Context: an optimization exercise on an open-source flow, tuned for small area, a short achievable clock period and few clock cycles. The choices shown serve that exercise and are no tape-out recipe. In this exercise RTL edits were held to simulation tests only and were not proved equivalent to the original. Power and IR drop assume default switching activity.

==> inputs of quartz <==
==> flow/design.v (excerpt) <==
module infix_to_prefix_converter
(
    input  wire logic        i_clk,
    input  wire logic        i_rst_n,
    input  wire logic        i_in_valid,
    output      logic        o_in_stall,
    input  wire logic [2:0]  i_token_kind,
    input  wire logic [1:0]  i_op_code,
    input  wire logic [15:0] i_payload,
    input  wire logic        i_last,
    output      logic        o_out_valid,
    input  wire logic        i_out_stall,
    output      logic [1:0]  o_out_kind,
    output      logic [1:0]  o_out_op,
    output      logic [15:0] o_out_payload,
    output      logic [1:0]  o_status,
    output      logic        o_end_of_run
);
    localparam int N  = 64;
    localparam int FD = 4;
    logic r_rst;               
    always_ff @(posedge i_clk) begin
        r_rst <= !i_rst_n;
    end
    logic        r_iv;
    logic        r_opnd, r_op, r_low, r_lp, r_rp;
    logic [2:0]  r_e3;         
    logic [15:0] r_ipay;
    logic        r_ilast;
    logic        take;
    logic        in_opnd, in_low;
    assign take    = i_in_valid && !o_in_stall;
    assign in_opnd = (i_token_kind == 3'd0) || (i_token_kind == 3'd1);
    assign in_low  = !i_op_code[1];
    always_ff @(posedge i_clk) begin
        r_iv <= take;
    end
    always_ff @(posedge i_clk) begin
        r_opnd  <= in_opnd;
        r_op    <= (i_token_kind == 3'd2);
        r_low   <= in_low;
        r_lp    <= (i_token_kind == 3'd3);
        r_rp    <= (i_token_kind == 3'd4);
        r_e3    <= (i_token_kind == 3'd2) ? {1'b1, i_op_code} : {2'b00, i_token_kind[0]};
        r_ipay  <= i_payload;
        r_ilast <= i_last;
    end
    logic [24:0] mem [0:N-1];
    logic [6:0]  wr;           
    logic [6:0]  cnt;          
  ...
==> flow/config.mk <==
export PLATFORM = sky130hd
export DESIGN_NAME = infix_to_prefix_converter
export DESIGN_NICKNAME = infix_to_prefix_converter
export VERILOG_FILES = /design/flow/design.v
export SDC_FILE = /design/flow/constraint.sdc
export NUM_CORES = 4
export LEC_CHECK = 0
export CAP_MARGIN = 20
export CORE_MARGIN = 2
export CORE_UTILIZATION = 50
export PLACE_DENSITY = 0.65
export SLEW_MARGIN = 20
==> flow/constraint.sdc <==
create_clock -name core_clock -period 10.0 [get_ports {i_clk}]
set_input_delay 2.0000 -clock core_clock [delete_from_list [all_inputs] [get_ports {i_clk}]]
set_output_delay 2.0000 -clock core_clock [all_outputs]
set_load 0.01 [all_outputs]
standard.sh (not shown) runs the stock make flow with config.mk's settings and CLKGATE_MAP_FILE= SYNTH_SCRIPT=/design/flow/synth_recipe.tcl, a recipe that flattens the netlist after the stock synthesis.
==> flow/flow/run.sh <==
#!/bin/bash
set -o pipefail
export SETUP_SLACK_MARGIN=6.5
bash standard.sh > standard.log 2>&1
==> tundra: changes against quartz <==
--- a/flow/design.v
+++ b/flow/design.v
@@ -37,38 +37,40 @@
     logic        in_opnd, in_low;
     assign take    = i_in_valid && !o_in_stall;
     assign in_opnd = (i_token_kind == 3'd0) || (i_token_kind == 3'd1);
     assign in_low  = !i_op_code[1];
     always_ff @(posedge i_clk) begin
         r_iv <= take;
     end
     always_ff @(posedge i_clk) begin
-        r_opnd  <= in_opnd;
-        r_op    <= (i_token_kind == 3'd2);
-        r_low   <= in_low;
-        r_lp    <= (i_token_kind == 3'd3);
-        r_rp    <= (i_token_kind == 3'd4);
-        r_e3    <= (i_token_kind == 3'd2) ? {1'b1, i_op_code} : {2'b00, i_token_kind[0]};
-        r_ipay  <= i_payload;
-        r_ilast <= i_last;
+        if (take) begin
+            r_opnd  <= in_opnd;
+            r_op    <= (i_token_kind == 3'd2);
+            r_low   <= in_low;
+            r_lp    <= (i_token_kind == 3'd3);
+            r_rp    <= (i_token_kind == 3'd4);
+            r_e3    <= (i_token_kind == 3'd2) ? {1'b1, i_op_code} : {2'b00, i_token_kind[0]};
+            r_ipay  <= i_payload;
+            r_ilast <= i_last;
+        end
     end
-    logic [24:0] mem [0:N-1];
+    logic [25:0] mem [0:N-1];
     logic [6:0]  wr;           
     logic [6:0]  cnt;          
     logic        ovf;
     logic        perr;
     logic [6:0]  depth;
     logic        hv;           
     logic [5:0]  head, tail;
     logic [6:0]  predL;        
     logic [6:0]  predLo;       
     logic [5:0]  curLp;
     logic [6:0]  c_predL;      
-    logic [5:0]  c_predLo;
+    logic [6:0]  c_predLo;
     logic [5:0]  c_curLp;
     logic [6:0]  P;            
     logic [6:0]  fr;           
     logic [21:0] fq [0:FD-1];
     logic [1:0]  fq_wp, fq_rp;
     logic [2:0]  fq_cnt;
     logic sok;
     logic alloc;
@@ -77,36 +79,34 @@
     assign alloc = r_iv && sok && (r_opnd || r_op || r_lp);
     assign ins   = r_iv && sok && (r_opnd || r_op);
     logic        s2_v;
     logic [5:0]  s2_new, s2_dat;
     logic        nxt_we;       
     logic [5:0]  rd_nxt;
     logic        tail_mv;
     logic [5:0]  tail_n;
-    logic [18:0] rd_save;
+    logic [19:0] rd_save;
     assign nxt_we  = ins && P[6];
-    logic [5:0]  rd_p;
-    assign rd_p    = mem[P[5:0]][24:19];
-    assign rd_save = mem[c_curLp][18:0];
-    assign rd_nxt  = (s2_v && s2_new == P[5:0]) ? s2_dat : rd_p;
+    assign rd_nxt  = (s2_v && s2_new == P[5:0]) ? s2_dat : mem[P[5:0]][24:19];
+    assign rd_save = {mem[c_curLp][25], mem[c_curLp][18:0]};
     assign tail_mv = P[6] ? (P[5:0] == tail) : !hv;
     assign tail_n  = tail_mv ? wr[5:0] : tail;
-    logic [5:0]  sv_pl, sv_plo;
+    logic [19:0] wsave;
     logic [18:0] wlow;
-    assign sv_pl  = predL[6] ? predL[5:0] : wr[5:0];
-    assign sv_plo = predLo[6] ? predLo[5:0] : sv_pl;
-    assign wlow   = r_lp ? {predL[6], sv_pl, sv_plo, curLp} : {r_e3, r_ipay};
+    assign wsave = {predL, predLo, curLp};
+    assign wlow  = r_lp ? wsave[18:0] : {r_e3, r_ipay};
     always_ff @(posedge i_clk) begin
         s2_v   <= ins && r_op && !r_rst;
         s2_new <= wr[5:0];
         s2_dat <= P[6] ? rd_nxt : head;
     end
     always_ff @(posedge i_clk) begin
         if (alloc) begin
+            mem[wr[5:0]][25]   <= wsave[19];
             mem[wr[5:0]][18:0] <= wlow;
         end
         if (s2_v) begin
             mem[s2_new][24:19] <= s2_dat;
         end
         if (nxt_we) begin
             mem[P[5:0]][24:19] <= wr[5:0];
         end
@@ -145,35 +145,31 @@
                     end
                 end
                 if (r_lp) begin
                     predL_n  = {hv, tail};
                     predLo_n = '0;
                 end
                 if (pop_lvl) begin
                     predL_n  = c_predL;
-                    predLo_n = {c_predLo != c_predL[5:0], c_predLo};
+                    predLo_n = c_predLo;
                 end
             end
         end
     end
-    logic [6:0] P_n;
-    always_comb begin
+    always_ff @(posedge i_clk) begin
         if (in_opnd) begin
-            P_n = {hv_n, tl_n};
+            P <= {hv_n, tl_n};
         end else if (in_low || !predLo_n[6]) begin
-            P_n = predL_n;
+            P <= predL_n;
         end else begin
-            P_n = predLo_n;
+            P <= predLo_n;
         end
     end
     always_ff @(posedge i_clk) begin
-        P <= P_n;
-    end
-    always_ff @(posedge i_clk) begin
         if (r_rst) begin
             wr     <= '0;
             cnt    <= '0;
             ovf    <= 1'b0;
             perr   <= 1'b0;
             depth  <= '0;
             hv     <= 1'b0;
             predL  <= '0;
@@ -204,18 +200,18 @@
     always_ff @(posedge i_clk) begin
         tail <= tl_n;
         if (r_iv && sok) begin
             if (ins && !P[6]) begin
                 head <= wr[5:0];
             end
             if (r_lp) begin
                 curLp    <= wr[5:0];
-                c_predL  <= {predL[6], sv_pl};
-                c_predLo <= sv_plo;
+                c_predL  <= predL;
+                c_predLo <= predLo;
                 c_curLp  <= curLp;
             end
             if (pop_lvl) begin
                 curLp    <= c_curLp;
                 {c_predL, c_predLo, c_curLp} <= rd_save;
             end
         end
     end
@@ -242,31 +238,28 @@
             if (pop)  fq_rp <= fq_rp + 1'b1;
             fq_cnt <= fq_cnt + {2'd0, push} - {2'd0, pop};
         end
     end
     logic        act;
     logic [5:0]  ptr;
     logic        out_free;
     logic        out_ld;
-    logic [24:0] wd;
+    logic [25:0] wd;
     logic        at_end;
     logic [1:0]  ld_kind, ld_op, ld_st;
     logic [15:0] ld_pay;
     logic        ld_end;
     logic        fr_ld_end, fr_ld_op;
-    logic [22:0] r_out_cp;
     logic [5:0]  fr_d;
     logic [6:0]  fr_op;
     assign out_free = !o_out_valid || !i_out_stall;
-    assign wd = mem[ptr];
+    assign wd       = mem[ptr];
     assign at_end   = (ptr == fh_tail);
-    logic        r_frop_v;
-    logic [5:0]  r_frop_p;
-    assign fr_d     = r_frop_p + 6'd1 - fr[5:0];
+    assign fr_d     = ptr + 6'd1 - fr[5:0];
     assign fr_op    = fr + ((fr_d == '0) ? 7'd64 : {1'b0, fr_d});
     always_comb begin
         out_ld    = 1'b0;
         pop       = 1'b0;
         fr_ld_end = 1'b0;
         fr_ld_op  = 1'b0;
         ld_kind   = wd[18] ? 2'd2 : {1'b0, wd[16]};
         ld_op     = wd[18] ? wd[17:16] : 2'd0;
@@ -297,36 +290,32 @@
                 end
             end else if (!fh_hv) begin
                 pop       = 1'b1;
                 fr_ld_end = 1'b1;
             end
         end
     end
     always_ff @(posedge i_clk) begin
-        r_frop_v <= fr_ld_op && !r_rst;
-        r_frop_p <= ptr;
-    end
-    always_ff @(posedge i_clk) begin
         if (r_rst) begin
             act <= 1'b0;
             fr  <= '0;
         end else begin
             if (act) begin
                 if (out_free) begin
                     if (at_end) begin
                         act <= 1'b0;
                     end
                 end
             end else if (fq_cnt != '0 && fh_st == 2'd0 && fh_hv) begin
                 act <= 1'b1;
             end
             if (fr_ld_end) begin
                 fr <= fh_endp;
-            end else if (r_frop_v) begin
+            end else if (fr_ld_op) begin
                 fr <= fr_op;
             end
         end
     end
     always_ff @(posedge i_clk) begin
         if (!i_rst_n) begin
             o_out_valid <= 1'b0;
         end else if (out_ld && !r_rst) begin
@@ -339,34 +328,33 @@
         if (act) begin
             if (out_free) begin
                 ptr <= wd[24:19];
             end
         end else begin
             ptr <= fh_head;
         end
         if (out_ld) begin
-            {o_out_kind, o_out_op, o_out_payload, o_status, o_end_of_run} <=
-                {ld_kind, ld_op, ld_pay, ld_st, ld_end};
-            r_out_cp <= {ld_kind, ld_op, ld_pay, ld_st, ld_end};
-        end else begin
-            {o_out_kind, o_out_op, o_out_payload, o_status, o_end_of_run} <= r_out_cp;
-            r_out_cp <= {o_out_kind, o_out_op, o_out_payload, o_status, o_end_of_run};
+            o_out_kind    <= ld_kind;
+            o_out_op      <= ld_op;
+            o_out_payload <= ld_pay;
+            o_status      <= ld_st;
+            o_end_of_run  <= ld_end;
         end
     end
     logic [6:0] occ;
     logic [6:0] cnt_n;
     logic [2:0] fcnt_c;
     logic       sp_skip;
     logic       sp_stall, fq_stall;
-    assign occ    = wr_n - fr;
+    assign occ    = wr - fr;
     assign cnt_n  = (r_iv && r_ilast) ? 7'd0 : (r_iv && !cnt[6]) ? cnt + 1'b1 : cnt;
     assign fcnt_c = fq_cnt + {2'd0, push};
     assign sp_skip  = take ? (!i_last && cnt_n >= 7'd63) : cnt_n[6];
-    assign sp_stall = !sp_skip && (take ? (occ >= 7'd63) : occ[6]);
+    assign sp_stall = !sp_skip && (take ? (occ >= 7'd62) : (occ >= 7'd63));
     assign fq_stall = (take && i_last) ? (fcnt_c >= 3'(FD - 1)) : (fcnt_c >= 3'(FD));
     always_ff @(posedge i_clk) begin
         if (!i_rst_n) begin
             o_in_stall <= 1'b1;
         end else if (r_rst) begin
             o_in_stall <= 1'b0;
         end else begin
             o_in_stall <= sp_stall || fq_stall;
Settings changed: CORE_UTILIZATION 50 to 40, PLACE_DENSITY 0.65 to not set.
==> violet: changes against quartz <==
Settings changed: CORE_UTILIZATION 50 to 45, PLACE_DENSITY 0.65 to not set.
==> comparison table <==
Status: quartz finished clean; violet finished clean; tundra finished clean
Area fraction of the dominant cell type after synthesis: quartz 0.565; violet 0.565; tundra 0.596
Via density per instance: quartz 7.06; violet 6.81; tundra 6.69
Number of tapcells: quartz 2464; violet 2672; tundra 3026
Relative slew slack: quartz 0.144; violet 0.112; tundra 0.197
Final critical-path share of the clock period: quartz 0.354; violet 0.362; tundra 0.365
Compound-cell area share of the yosys netlist: quartz 0.0492; violet 0.0492; tundra 0.0399
Num sequential: quartz 1899; violet 1899; tundra 1934
Total die area: quartz 187000 um2; violet 208000 um2; tundra 236000 um2
Number of cells on the critical path: quartz 6; violet 4; tundra 1
TritonCTS Buffers: quartz 199; violet 200; tundra 203
Routed wire length: quartz 295 mm; violet 301 mm; tundra 306 mm
Global router's overall resource usage: quartz 0.313; violet 0.287; tundra 0.255
Crit. End Element: quartz register; violet register; tundra output port
Depth of the worst register-to-register path: quartz 6; violet 4; tundra 5
Die W: quartz 433 um; violet 456 um; tundra 486 um
Fraction of final layout cells sized beyond drive strength 1: quartz 0.378; violet 0.380; tundra 0.385
Inverter count: quartz 47; violet 47; tundra 45
Clock edge transition at the registers on the reported setup and hold paths: quartz 0.07 ns; violet 0.07 ns; tundra 0.06 ns
Worst hold-check slack: quartz 0.426 ns; violet 0.419 ns; tundra 0.470 ns
DR WL met2: quartz 136 mm; violet 140 mm; tundra 140 mm
Post-Synth Simple-Gate Area: quartz 0.0353; violet 0.0353; tundra 0.0327
End of the worst register-to-register path: quartz c_predLo[0]; violet c_predLo[3]; tundra o_out_kind[0]
Largest net degree at the start of global routing: quartz 93; violet 71; tundra 72
Half-perimeter wire length after placement: quartz 180 mm; violet 187 mm; tundra 177 mm
Number of clock-tree buffers in the layout: quartz 257; violet 259; tundra 254
Testbench counts of quartz, summed over its fixed seeds: cycles 17,046.
Testbench counts of tundra, summed over its fixed seeds: cycles 17,026.
Testbench counts of violet, summed over its fixed seeds: cycles 17,046.

========
==> inputs of v7 <==
==> flow/design.v <==
`default_nettype none
package i2p_pkg;
    localparam int P_MAX_TOKENS = 64;
endpackage
`default_nettype wire
`default_nettype none
module infix_to_prefix_converter
(
    input  wire logic        i_clk,
    input  wire logic        i_rst_n,
    input  wire logic        i_in_valid,
    output      logic        o_in_stall,
    input  wire logic [2:0]  i_token_kind,
    input  wire logic [1:0]  i_op_code,
    input  wire logic [15:0] i_payload,
    input  wire logic        i_last,
    output      logic        o_out_valid,
    input  wire logic        i_out_stall,
    output      logic [1:0]  o_out_kind,
    output      logic [1:0]  o_out_op,
    output      logic [15:0] o_out_payload,
    output      logic [1:0]  o_status,
    output      logic        o_end_of_run
);
    localparam int N  = 64;
    localparam int FD = 4;
    logic r_rst;               
    always_ff @(posedge i_clk) begin
        r_rst <= !i_rst_n;
    end
    logic        r_iv;
    logic        r_opnd, r_op, r_low, r_lp, r_rp;
    logic [2:0]  r_e3;         
    logic [15:0] r_ipay;
    logic        r_ilast;
    logic        take;
    logic        in_opnd, in_low;
    assign take    = i_in_valid && !o_in_stall;
    assign in_opnd = (i_token_kind == 3'd0) || (i_token_kind == 3'd1);
    assign in_low  = !i_op_code[1];
    always_ff @(posedge i_clk) begin
        r_iv <= take;
    end
    always_ff @(posedge i_clk) begin
        if (take) begin
            r_opnd  <= in_opnd;
            r_op    <= (i_token_kind == 3'd2);
            r_low   <= in_low;
            r_lp    <= (i_token_kind == 3'd3);
            r_rp    <= (i_token_kind == 3'd4);
            r_e3    <= (i_token_kind == 3'd2) ? {1'b1, i_op_code} : {2'b00, i_token_kind[0]};
            r_ipay  <= i_payload;
            r_ilast <= i_last;
        end
    end
    logic [25:0] mem [0:N-1];
    logic [6:0]  wr;           
    logic [6:0]  cnt;          
    logic        ovf;
    logic        perr;
    logic [6:0]  depth;
    logic        hv;           
    logic [5:0]  head, tail;
    logic [6:0]  predL;        
    logic [6:0]  predLo;       
    logic [5:0]  curLp;
    logic [6:0]  c_predL;      
    logic [6:0]  c_predLo;
    logic [5:0]  c_curLp;
    logic [6:0]  P;            
    logic [6:0]  fr;           
    logic [21:0] fq [0:FD-1];
    logic [1:0]  fq_wp, fq_rp;
    logic [2:0]  fq_cnt;
    logic sok;
    logic alloc;
    logic ins;
    assign sok   = !perr && !cnt[6];
    assign alloc = r_iv && sok && (r_opnd || r_op || r_lp);
    assign ins   = r_iv && sok && (r_opnd || r_op);
    logic        s2_v;
    logic [5:0]  s2_new, s2_dat;
    logic        nxt_we;       
    logic [5:0]  rd_nxt;
    logic        tail_mv;
    logic [5:0]  tail_n;
    logic [19:0] rd_save;
    assign nxt_we  = ins && P[6];
    assign rd_nxt  = (s2_v && s2_new == P[5:0]) ? s2_dat : mem[P[5:0]][24:19];
    assign rd_save = {mem[c_curLp][25], mem[c_curLp][18:0]};
    assign tail_mv = P[6] ? (P[5:0] == tail) : !hv;
    assign tail_n  = tail_mv ? wr[5:0] : tail;
    logic [19:0] wsave;
    logic [18:0] wlow;
    assign wsave = {predL, predLo, curLp};
    assign wlow  = r_lp ? wsave[18:0] : {r_e3, r_ipay};
    always_ff @(posedge i_clk) begin
        s2_v   <= ins && r_op && !r_rst;
        s2_new <= wr[5:0];
        s2_dat <= P[6] ? rd_nxt : head;
    end
    always_ff @(posedge i_clk) begin
        if (alloc) begin
            mem[wr[5:0]][25]   <= wsave[19];
            mem[wr[5:0]][18:0] <= wlow;
        end
        if (s2_v) begin
            mem[s2_new][24:19] <= s2_dat;
        end
        if (nxt_we) begin
            mem[P[5:0]][24:19] <= wr[5:0];
        end
    end
    logic [6:0] depth_n;
    logic       perr_n;
    logic [1:0] st_n;
    logic       pop_lvl;
    assign pop_lvl = r_rp && depth != '0;
    assign depth_n = r_lp ? depth + 1'b1 : pop_lvl ? depth - 1'b1 : depth;
    assign perr_n  = perr || (r_rp && depth == '0);
    assign st_n    = (ovf || cnt[6]) ? 2'd2 : (perr_n || depth_n != '0) ? 2'd1 : 2'd0;
    logic        push;
    logic [6:0]  wr_n;
    assign push = r_iv && r_ilast;
    assign wr_n = wr + {6'd0, alloc};
    logic        hv_n;
    logic [5:0]  tl_n;
    logic [6:0]  predL_n, predLo_n;
    always_comb begin
        hv_n     = hv;
        tl_n     = tail;
        predL_n  = predL;
        predLo_n = predLo;
        if (r_iv) begin
            if (r_ilast) begin
                hv_n     = 1'b0;
                predL_n  = '0;
                predLo_n = '0;
            end else if (sok) begin
                if (ins) begin
                    hv_n = 1'b1;
                    tl_n = tail_n;
                    if (r_op && r_low) begin
                        predLo_n = {1'b1, tail_n};
                    end
                end
                if (r_lp) begin
                    predL_n  = {hv, tail};
                    predLo_n = '0;
                end
                if (pop_lvl) begin
                    predL_n  = c_predL;
                    predLo_n = c_predLo;
                end
            end
        end
    end
    always_ff @(posedge i_clk) begin
        if (in_opnd) begin
            P <= {hv_n, tl_n};
        end else if (in_low || !predLo_n[6]) begin
            P <= predL_n;
        end else begin
            P <= predLo_n;
        end
    end
    always_ff @(posedge i_clk) begin
        if (r_rst) begin
            wr     <= '0;
            cnt    <= '0;
            ovf    <= 1'b0;
            perr   <= 1'b0;
            depth  <= '0;
            hv     <= 1'b0;
            predL  <= '0;
            predLo <= '0;
        end else begin
            hv     <= hv_n;
            predL  <= predL_n;
            predLo <= predLo_n;
            if (r_iv) begin
                wr <= wr_n;
                if (r_ilast) begin
                    cnt   <= '0;
                    ovf   <= 1'b0;
                    perr  <= 1'b0;
                    depth <= '0;
                end else begin
                    if (cnt[6]) begin
                        ovf <= 1'b1;
                    end else begin
                        cnt <= cnt + 1'b1;
                    end
                    perr  <= perr_n;
                    depth <= depth_n;
                end
            end
        end
    end
    always_ff @(posedge i_clk) begin
        tail <= tl_n;
        if (r_iv && sok) begin
            if (ins && !P[6]) begin
                head <= wr[5:0];
            end
            if (r_lp) begin
                curLp    <= wr[5:0];
                c_predL  <= predL;
                c_predLo <= predLo;
                c_curLp  <= curLp;
            end
            if (pop_lvl) begin
                curLp    <= c_curLp;
                {c_predL, c_predLo, c_curLp} <= rd_save;
            end
        end
    end
    logic        pop;
    logic [21:0] fh;
    logic        fh_hv;
    logic [5:0]  fh_head, fh_tail;
    logic [6:0]  fh_endp;
    logic [1:0]  fh_st;
    assign fh = fq[fq_rp];
    assign {fh_hv, fh_head, fh_tail, fh_endp, fh_st} = fh;
    always_ff @(posedge i_clk) begin
        if (push) begin
            fq[fq_wp] <= {hv || ins, (ins && !P[6]) ? wr[5:0] : head, ins ? tail_n : tail, wr_n, st_n};
        end
    end
    always_ff @(posedge i_clk) begin
        if (r_rst) begin
            fq_wp  <= '0;
            fq_rp  <= '0;
            fq_cnt <= '0;
        end else begin
            if (push) fq_wp <= fq_wp + 1'b1;
            if (pop)  fq_rp <= fq_rp + 1'b1;
            fq_cnt <= fq_cnt + {2'd0, push} - {2'd0, pop};
        end
    end
    logic        act;
    logic [5:0]  ptr;
    logic        out_free;
    logic        out_ld;
    logic [25:0] wd;
    logic        at_end;
    logic [1:0]  ld_kind, ld_op, ld_st;
    logic [15:0] ld_pay;
    logic        ld_end;
    logic        fr_ld_end, fr_ld_op;
    logic [5:0]  fr_d;
    logic [6:0]  fr_op;
    assign out_free = !o_out_valid || !i_out_stall;
    assign wd       = mem[ptr];
    assign at_end   = (ptr == fh_tail);
    assign fr_d     = ptr + 6'd1 - fr[5:0];
    assign fr_op    = fr + ((fr_d == '0) ? 7'd64 : {1'b0, fr_d});
    always_comb begin
        out_ld    = 1'b0;
        pop       = 1'b0;
        fr_ld_end = 1'b0;
        fr_ld_op  = 1'b0;
        ld_kind   = wd[18] ? 2'd2 : {1'b0, wd[16]};
        ld_op     = wd[18] ? wd[17:16] : 2'd0;
        ld_pay    = wd[15:0];
        ld_st     = 2'd0;
        ld_end    = at_end;
        if (act) begin
            if (out_free) begin
                out_ld = 1'b1;
                if (at_end) begin
                    pop       = 1'b1;
                    fr_ld_end = 1'b1;
                end else if (!wd[18]) begin
                    fr_ld_op = 1'b1;
                end
            end
        end else if (fq_cnt != '0) begin
            if (fh_st != 2'd0) begin
                ld_kind = 2'd0;
                ld_op   = 2'd0;
                ld_pay  = 16'd0;
                ld_st   = fh_st;
                ld_end  = 1'b1;
                if (out_free) begin
                    out_ld    = 1'b1;
                    pop       = 1'b1;
                    fr_ld_end = 1'b1;
                end
            end else if (!fh_hv) begin
                pop       = 1'b1;
                fr_ld_end = 1'b1;
            end
        end
    end
    always_ff @(posedge i_clk) begin
        if (r_rst) begin
            act <= 1'b0;
            fr  <= '0;
        end else begin
            if (act) begin
                if (out_free) begin
                    if (at_end) begin
                        act <= 1'b0;
                    end
                end
            end else if (fq_cnt != '0 && fh_st == 2'd0 && fh_hv) begin
                act <= 1'b1;
            end
            if (fr_ld_end) begin
                fr <= fh_endp;
            end else if (fr_ld_op) begin
                fr <= fr_op;
            end
        end
    end
    always_ff @(posedge i_clk) begin
        if (!i_rst_n) begin
            o_out_valid <= 1'b0;
        end else if (out_ld && !r_rst) begin
            o_out_valid <= 1'b1;
        end else if (!i_out_stall) begin
            o_out_valid <= 1'b0;
        end
    end
    always_ff @(posedge i_clk) begin
        if (act) begin
            if (out_free) begin
                ptr <= wd[24:19];
            end
        end else begin
            ptr <= fh_head;
        end
        if (out_ld) begin
            o_out_kind    <= ld_kind;
            o_out_op      <= ld_op;
            o_out_payload <= ld_pay;
            o_status      <= ld_st;
            o_end_of_run  <= ld_end;
        end
    end
    logic [6:0] occ;
    logic [6:0] cnt_n;
    logic [2:0] fcnt_c;
    logic       sp_skip;
    logic       sp_stall, fq_stall;
    assign occ    = wr - fr;
    assign cnt_n  = (r_iv && r_ilast) ? 7'd0 : (r_iv && !cnt[6]) ? cnt + 1'b1 : cnt;
    assign fcnt_c = fq_cnt + {2'd0, push};
    assign sp_skip  = take ? (!i_last && cnt_n >= 7'd63) : cnt_n[6];
    assign sp_stall = !sp_skip && (take ? (occ >= 7'd62) : (occ >= 7'd63));
    assign fq_stall = (take && i_last) ? (fcnt_c >= 3'(FD - 1)) : (fcnt_c >= 3'(FD));
    always_ff @(posedge i_clk) begin
        if (!i_rst_n) begin
            o_in_stall <= 1'b1;
        end else if (r_rst) begin
            o_in_stall <= 1'b0;
        end else begin
            o_in_stall <= sp_stall || fq_stall;
        end
    end
endmodule
`default_nettype wire
==> flow/flow/run.sh <==
#!/bin/bash
set -o pipefail
export SETUP_SLACK_MARGIN=7
bash standard.sh > standard.log 2>&1
==> flow/standard.sh <==
#!/bin/bash
# synth_recipe.tcl (not shown) runs the flow's synth.tcl, then flattens the netlist and writes it again
# the make line also repeats each setting of config.mk as NAME=value (left out here)
make -C /OpenROAD-flow-scripts/flow DESIGN_CONFIG=/design/flow/config.mk WORK_HOME=/design/flow/orfs CLKGATE_MAP_FILE= SYNTH_SCRIPT=/design/flow/synth_recipe.tcl "${@:-finish}"
==> flow/config.mk <==
export PLATFORM = sky130hd
export DESIGN_NAME = infix_to_prefix_converter
export DESIGN_NICKNAME = infix_to_prefix_converter
export VERILOG_FILES = /design/flow/design.v
export SDC_FILE = /design/flow/constraint.sdc
export NUM_CORES = 4
export LEC_CHECK = 0
export CAP_MARGIN = 20
export CORE_MARGIN = 2
export CORE_UTILIZATION = 40
export SLEW_MARGIN = 20
==> flow/constraint.sdc <==
create_clock -name core_clock -period 10.0 [get_ports {i_clk}]
set_input_delay 2.0000 -clock core_clock [delete_from_list [all_inputs] [get_ports {i_clk}]]
set_output_delay 2.0000 -clock core_clock [all_outputs]
set_load 0.01 [all_outputs]
==> v18: changes against v7 <==
==> flow/design.v, changed modules only <==
module infix_to_prefix_converter
(
    input  wire logic        i_clk,
    input  wire logic        i_rst_n,
    input  wire logic        i_in_valid,
    output      logic        o_in_stall,
    input  wire logic [2:0]  i_token_kind,
    input  wire logic [1:0]  i_op_code,
    input  wire logic [15:0] i_payload,
    input  wire logic        i_last,
    output      logic        o_out_valid,
    input  wire logic        i_out_stall,
    output      logic [1:0]  o_out_kind,
    output      logic [1:0]  o_out_op,
    output      logic [15:0] o_out_payload,
    output      logic [1:0]  o_status,
    output      logic        o_end_of_run
);
    localparam int N  = 64;
    localparam int FD = 4;
    logic r_rst;               
    always_ff @(posedge i_clk) begin
        r_rst <= !i_rst_n;
    end
    logic        r_iv;
    logic        r_opnd, r_op, r_low, r_lp, r_rp;
    logic [2:0]  r_e3;         
    logic [15:0] r_ipay;
    logic        r_ilast;
    logic        take;
    logic        in_opnd, in_low;
    assign take    = i_in_valid && !o_in_stall;
    assign in_opnd = (i_token_kind == 3'd0) || (i_token_kind == 3'd1);
    assign in_low  = !i_op_code[1];
    always_ff @(posedge i_clk) begin
        r_iv <= take;
    end
    always_ff @(posedge i_clk) begin
        r_opnd  <= in_opnd;
        r_op    <= (i_token_kind == 3'd2);
        r_low   <= in_low;
        r_lp    <= (i_token_kind == 3'd3);
        r_rp    <= (i_token_kind == 3'd4);
        r_e3    <= (i_token_kind == 3'd2) ? {1'b1, i_op_code} : {2'b00, i_token_kind[0]};
        r_ipay  <= i_payload;
        r_ilast <= i_last;
    end
    logic [24:0] mem [0:N-1];
    logic [6:0]  wr;           
    logic [6:0]  cnt;          
    logic        ovf;
    logic        perr;
    logic [6:0]  depth;
    logic        hv;           
    logic [5:0]  head, tail;
    logic [6:0]  predL;        
    logic [6:0]  predLo;       
    logic [5:0]  curLp;
    logic [6:0]  c_predL;      
    logic [5:0]  c_predLo;
    logic [5:0]  c_curLp;
    logic [6:0]  P;            
    logic [6:0]  fr;           
    logic [21:0] fq [0:FD-1];
    logic [1:0]  fq_wp, fq_rp;
    logic [2:0]  fq_cnt;
    logic sok;
    logic alloc;
    logic ins;
    assign sok   = !perr && !cnt[6];
    assign alloc = r_iv && sok && (r_opnd || r_op || r_lp);
    assign ins   = r_iv && sok && (r_opnd || r_op);
    logic        s2_v;
    logic [5:0]  s2_new, s2_dat;
    logic        nxt_we;       
    logic [5:0]  rd_nxt;
    logic        tail_mv;
    logic [5:0]  tail_n;
    logic [18:0] rd_save;
    assign nxt_we  = ins && P[6];
    logic [5:0]  rd_p;
    assign rd_p    = mem[P[5:0]][24:19];
    assign rd_save = mem[c_curLp][18:0];
    assign rd_nxt  = (s2_v && s2_new == P[5:0]) ? s2_dat : rd_p;
    assign tail_mv = P[6] ? (P[5:0] == tail) : !hv;
    assign tail_n  = tail_mv ? wr[5:0] : tail;
    logic [5:0]  sv_pl, sv_plo;
    logic [18:0] wlow;
    assign sv_pl  = predL[6] ? predL[5:0] : wr[5:0];
    assign sv_plo = predLo[6] ? predLo[5:0] : sv_pl;
    assign wlow   = r_lp ? {predL[6], sv_pl, sv_plo, curLp} : {r_e3, r_ipay};
    always_ff @(posedge i_clk) begin
        s2_v   <= ins && r_op && !r_rst;
        s2_new <= wr[5:0];
        s2_dat <= P[6] ? rd_nxt : head;
    end
    always_ff @(posedge i_clk) begin
        if (alloc) begin
            mem[wr[5:0]][18:0] <= wlow;
        end
        if (s2_v) begin
            mem[s2_new][24:19] <= s2_dat;
        end
        if (nxt_we) begin
            mem[P[5:0]][24:19] <= wr[5:0];
        end
    end
    logic [6:0] depth_n;
    logic       perr_n;
    logic [1:0] st_n;
    logic       pop_lvl;
    assign pop_lvl = r_rp && depth != '0;
    assign depth_n = r_lp ? depth + 1'b1 : pop_lvl ? depth - 1'b1 : depth;
    assign perr_n  = perr || (r_rp && depth == '0);
    assign st_n    = (ovf || cnt[6]) ? 2'd2 : (perr_n || depth_n != '0) ? 2'd1 : 2'd0;
    logic        push;
    logic [6:0]  wr_n;
    assign push = r_iv && r_ilast;
    assign wr_n = wr + {6'd0, alloc};
    logic        hv_n;
    logic [5:0]  tl_n;
    logic [6:0]  predL_n, predLo_n;
    always_comb begin
        hv_n     = hv;
        tl_n     = tail;
        predL_n  = predL;
        predLo_n = predLo;
        if (r_iv) begin
            if (r_ilast) begin
                hv_n     = 1'b0;
                predL_n  = '0;
                predLo_n = '0;
            end else if (sok) begin
                if (ins) begin
                    hv_n = 1'b1;
                    tl_n = tail_n;
                    if (r_op && r_low) begin
                        predLo_n = {1'b1, tail_n};
                    end
                end
                if (r_lp) begin
                    predL_n  = {hv, tail};
                    predLo_n = '0;
                end
                if (pop_lvl) begin
                    predL_n  = c_predL;
                    predLo_n = {c_predLo != c_predL[5:0], c_predLo};
                end
            end
        end
    end
    logic [6:0] P_n;
    always_comb begin
        if (in_opnd) begin
            P_n = {hv_n, tl_n};
        end else if (in_low || !predLo_n[6]) begin
            P_n = predL_n;
        end else begin
            P_n = predLo_n;
        end
    end
    always_ff @(posedge i_clk) begin
        P <= P_n;
    end
    always_ff @(posedge i_clk) begin
        if (r_rst) begin
            wr     <= '0;
            cnt    <= '0;
            ovf    <= 1'b0;
            perr   <= 1'b0;
            depth  <= '0;
            hv     <= 1'b0;
            predL  <= '0;
            predLo <= '0;
        end else begin
            hv     <= hv_n;
            predL  <= predL_n;
            predLo <= predLo_n;
            if (r_iv) begin
                wr <= wr_n;
                if (r_ilast) begin
                    cnt   <= '0;
                    ovf   <= 1'b0;
                    perr  <= 1'b0;
                    depth <= '0;
                end else begin
                    if (cnt[6]) begin
                        ovf <= 1'b1;
                    end else begin
                        cnt <= cnt + 1'b1;
                    end
                    perr  <= perr_n;
                    depth <= depth_n;
                end
            end
        end
    end
    always_ff @(posedge i_clk) begin
        tail <= tl_n;
        if (r_iv && sok) begin
            if (ins && !P[6]) begin
                head <= wr[5:0];
            end
            if (r_lp) begin
                curLp    <= wr[5:0];
                c_predL  <= {predL[6], sv_pl};
                c_predLo <= sv_plo;
                c_curLp  <= curLp;
            end
            if (pop_lvl) begin
                curLp    <= c_curLp;
                {c_predL, c_predLo, c_curLp} <= rd_save;
            end
        end
    end
    logic        pop;
    logic [21:0] fh;
    logic        fh_hv;
    logic [5:0]  fh_head, fh_tail;
    logic [6:0]  fh_endp;
    logic [1:0]  fh_st;
    assign fh = fq[fq_rp];
    assign {fh_hv, fh_head, fh_tail, fh_endp, fh_st} = fh;
    always_ff @(posedge i_clk) begin
        if (push) begin
            fq[fq_wp] <= {hv || ins, (ins && !P[6]) ? wr[5:0] : head, ins ? tail_n : tail, wr_n, st_n};
        end
    end
    always_ff @(posedge i_clk) begin
        if (r_rst) begin
            fq_wp  <= '0;
            fq_rp  <= '0;
            fq_cnt <= '0;
        end else begin
            if (push) fq_wp <= fq_wp + 1'b1;
            if (pop)  fq_rp <= fq_rp + 1'b1;
            fq_cnt <= fq_cnt + {2'd0, push} - {2'd0, pop};
        end
    end
    logic        act;
    logic [5:0]  ptr;
    logic        out_free;
    logic        out_ld;
    logic [24:0] wd;
    logic        at_end;
    logic [1:0]  ld_kind, ld_op, ld_st;
    logic [15:0] ld_pay;
    logic        ld_end;
    logic        fr_ld_end, fr_ld_op;
    logic [22:0] r_out_cp;
    logic [5:0]  fr_d;
    logic [6:0]  fr_op;
    assign out_free = !o_out_valid || !i_out_stall;
    assign wd = mem[ptr];
    assign at_end   = (ptr == fh_tail);
    logic        r_frop_v;
    logic [5:0]  r_frop_p;
    assign fr_d     = r_frop_p + 6'd1 - fr[5:0];
    assign fr_op    = fr + ((fr_d == '0) ? 7'd64 : {1'b0, fr_d});
    always_comb begin
        out_ld    = 1'b0;
        pop       = 1'b0;
        fr_ld_end = 1'b0;
        fr_ld_op  = 1'b0;
        ld_kind   = wd[18] ? 2'd2 : {1'b0, wd[16]};
        ld_op     = wd[18] ? wd[17:16] : 2'd0;
        ld_pay    = wd[15:0];
        ld_st     = 2'd0;
        ld_end    = at_end;
        if (act) begin
            if (out_free) begin
                out_ld = 1'b1;
                if (at_end) begin
                    pop       = 1'b1;
                    fr_ld_end = 1'b1;
                end else if (!wd[18]) begin
                    fr_ld_op = 1'b1;
                end
            end
        end else if (fq_cnt != '0) begin
            if (fh_st != 2'd0) begin
                ld_kind = 2'd0;
                ld_op   = 2'd0;
                ld_pay  = 16'd0;
                ld_st   = fh_st;
                ld_end  = 1'b1;
                if (out_free) begin
                    out_ld    = 1'b1;
                    pop       = 1'b1;
                    fr_ld_end = 1'b1;
                end
            end else if (!fh_hv) begin
                pop       = 1'b1;
                fr_ld_end = 1'b1;
            end
        end
    end
    always_ff @(posedge i_clk) begin
        r_frop_v <= fr_ld_op && !r_rst;
        r_frop_p <= ptr;
    end
    always_ff @(posedge i_clk) begin
        if (r_rst) begin
            act <= 1'b0;
            fr  <= '0;
        end else begin
            if (act) begin
                if (out_free) begin
                    if (at_end) begin
                        act <= 1'b0;
                    end
                end
            end else if (fq_cnt != '0 && fh_st == 2'd0 && fh_hv) begin
                act <= 1'b1;
            end
            if (fr_ld_end) begin
                fr <= fh_endp;
            end else if (r_frop_v) begin
                fr <= fr_op;
            end
        end
    end
    always_ff @(posedge i_clk) begin
        if (!i_rst_n) begin
            o_out_valid <= 1'b0;
        end else if (out_ld && !r_rst) begin
            o_out_valid <= 1'b1;
        end else if (!i_out_stall) begin
            o_out_valid <= 1'b0;
        end
    end
    always_ff @(posedge i_clk) begin
        if (act) begin
            if (out_free) begin
                ptr <= wd[24:19];
            end
        end else begin
            ptr <= fh_head;
        end
        if (out_ld) begin
            {o_out_kind, o_out_op, o_out_payload, o_status, o_end_of_run} <=
                {ld_kind, ld_op, ld_pay, ld_st, ld_end};
            r_out_cp <= {ld_kind, ld_op, ld_pay, ld_st, ld_end};
        end else begin
            {o_out_kind, o_out_op, o_out_payload, o_status, o_end_of_run} <= r_out_cp;
            r_out_cp <= {o_out_kind, o_out_op, o_out_payload, o_status, o_end_of_run};
        end
    end
    logic [6:0] occ;
    logic [6:0] cnt_n;
    logic [2:0] fcnt_c;
    logic       sp_skip;
    logic       sp_stall, fq_stall;
    assign occ    = wr_n - fr;
    assign cnt_n  = (r_iv && r_ilast) ? 7'd0 : (r_iv && !cnt[6]) ? cnt + 1'b1 : cnt;
    assign fcnt_c = fq_cnt + {2'd0, push};
    assign sp_skip  = take ? (!i_last && cnt_n >= 7'd63) : cnt_n[6];
    assign sp_stall = !sp_skip && (take ? (occ >= 7'd63) : occ[6]);
    assign fq_stall = (take && i_last) ? (fcnt_c >= 3'(FD - 1)) : (fcnt_c >= 3'(FD));
    always_ff @(posedge i_clk) begin
        if (!i_rst_n) begin
            o_in_stall <= 1'b1;
        end else if (r_rst) begin
            o_in_stall <= 1'b0;
        end else begin
            o_in_stall <= sp_stall || fq_stall;
        end
    end
endmodule
==> flow/flow/run.sh (replaced) <==
#!/bin/bash
set -o pipefail
export SETUP_SLACK_MARGIN=6.5
bash standard.sh > standard.log 2>&1
==> comparison <==
Global-route usage: v7 is higher than v18 (2.0 points).
Of v7 and v18, v18 has the higher sequential share of layout area (gap 1.4 points).
Clock skew: v18 is lower than v7 (0.0081 ns).
Between v7 and v18, the lower maximum frequency is in v7 (gap 5.7%, measured against v18).
Against v7, the non-clock buffer count of v18 is lower by 244.
Clock-buffer cell count: v18 is higher than v7 (15).
Register-to-register slack: v18 is lower than v7 (0.30 ns).
==> figures <==
|  | v18 | v7 |
|---|---|---|
| Status | complete, no violations | complete, no violations |
| Detailed route wirelength on metal3 | 31.59 mm | 41.72 mm |
| Crit Reg-Reg Endpoint | c_predLo[0] | o_out_payload[4] |
| Post-synthesis instance total | 5,290 | 5,049 |
| Launch point of the worst hold path | r_out_cp[9] | ovf |
| Comb_multi_in | 2,896 | 2,643 |
| Post-Layout Inst Area | 104,100 µm² | 110,300 µm² |
| Layout buffer count excluding clock buffers | 236 | 480 |
| Power in combinational cells | 6.54 mW | 11.5 mW |
| Worst endpoint data arrival time | 3.98 ns | 1.75 ns |
| Post-CTS setup buffers | 38 | 154 |
| CP peak stage delay | 0.65 ns | 0.64 ns |
| Vias in the first global route | 54,894 | 54,954 |
| Post-detailed-placement cell area | 95,970 µm² | 97,310 µm² |
| Final cell utilization of the core | 45.36% | 47.90% |
| Number of standard cells in the layout, taps in and fillers out | 8,482 | 8,500 |
Testbench counts of v7, summed over its fixed seeds: cycles 17,026.
Testbench counts of v18, summed over its fixed seeds: cycles 17,046.

-- what the ideal ports hide --
How much do the figures lean on ideal ports? The routed layouts below were timed once more, with nothing changed but the port constraints. Step 1 sets driving cells, clkbuf_16 on the clock port and buf_2 on the other inputs (assumed; they add their load-dependent delay and slew). Step 2 adds t to the input delays and takes it off the output delays; t is the mean of the earliest and latest rising clock arrival at the registers after step 1. Input paths then give back, and output paths get back, about the clock's delay inside the block. Slacks: ideal ports / drivers / drivers and shift; pairs: ideal ports / drivers.
run | t (ns) | setup WS [ns] | clock arrival spread, ns
quartz | 0.944 | 6.459 / 6.459 / 5.638 | 0.061 / 0.061
tundra | 0.938 | 6.354 / 6.261 / 5.692 | 0.081 / 0.081
violet | 0.938 | 6.376 / 6.376 / 6.105 | 0.117 / 0.117
v7 | 0.943 | 6.254 / 6.162 / 6.282 | 0.082 / 0.081
v18 | 0.919 | 6.467 / 6.467 / 5.762 | 0.078 / 0.077
After both steps every run listed still meets setup and hold. The setup slack of quartz, which loses most, moves by 0.000 ns with the drivers and by -0.821 ns with both steps.
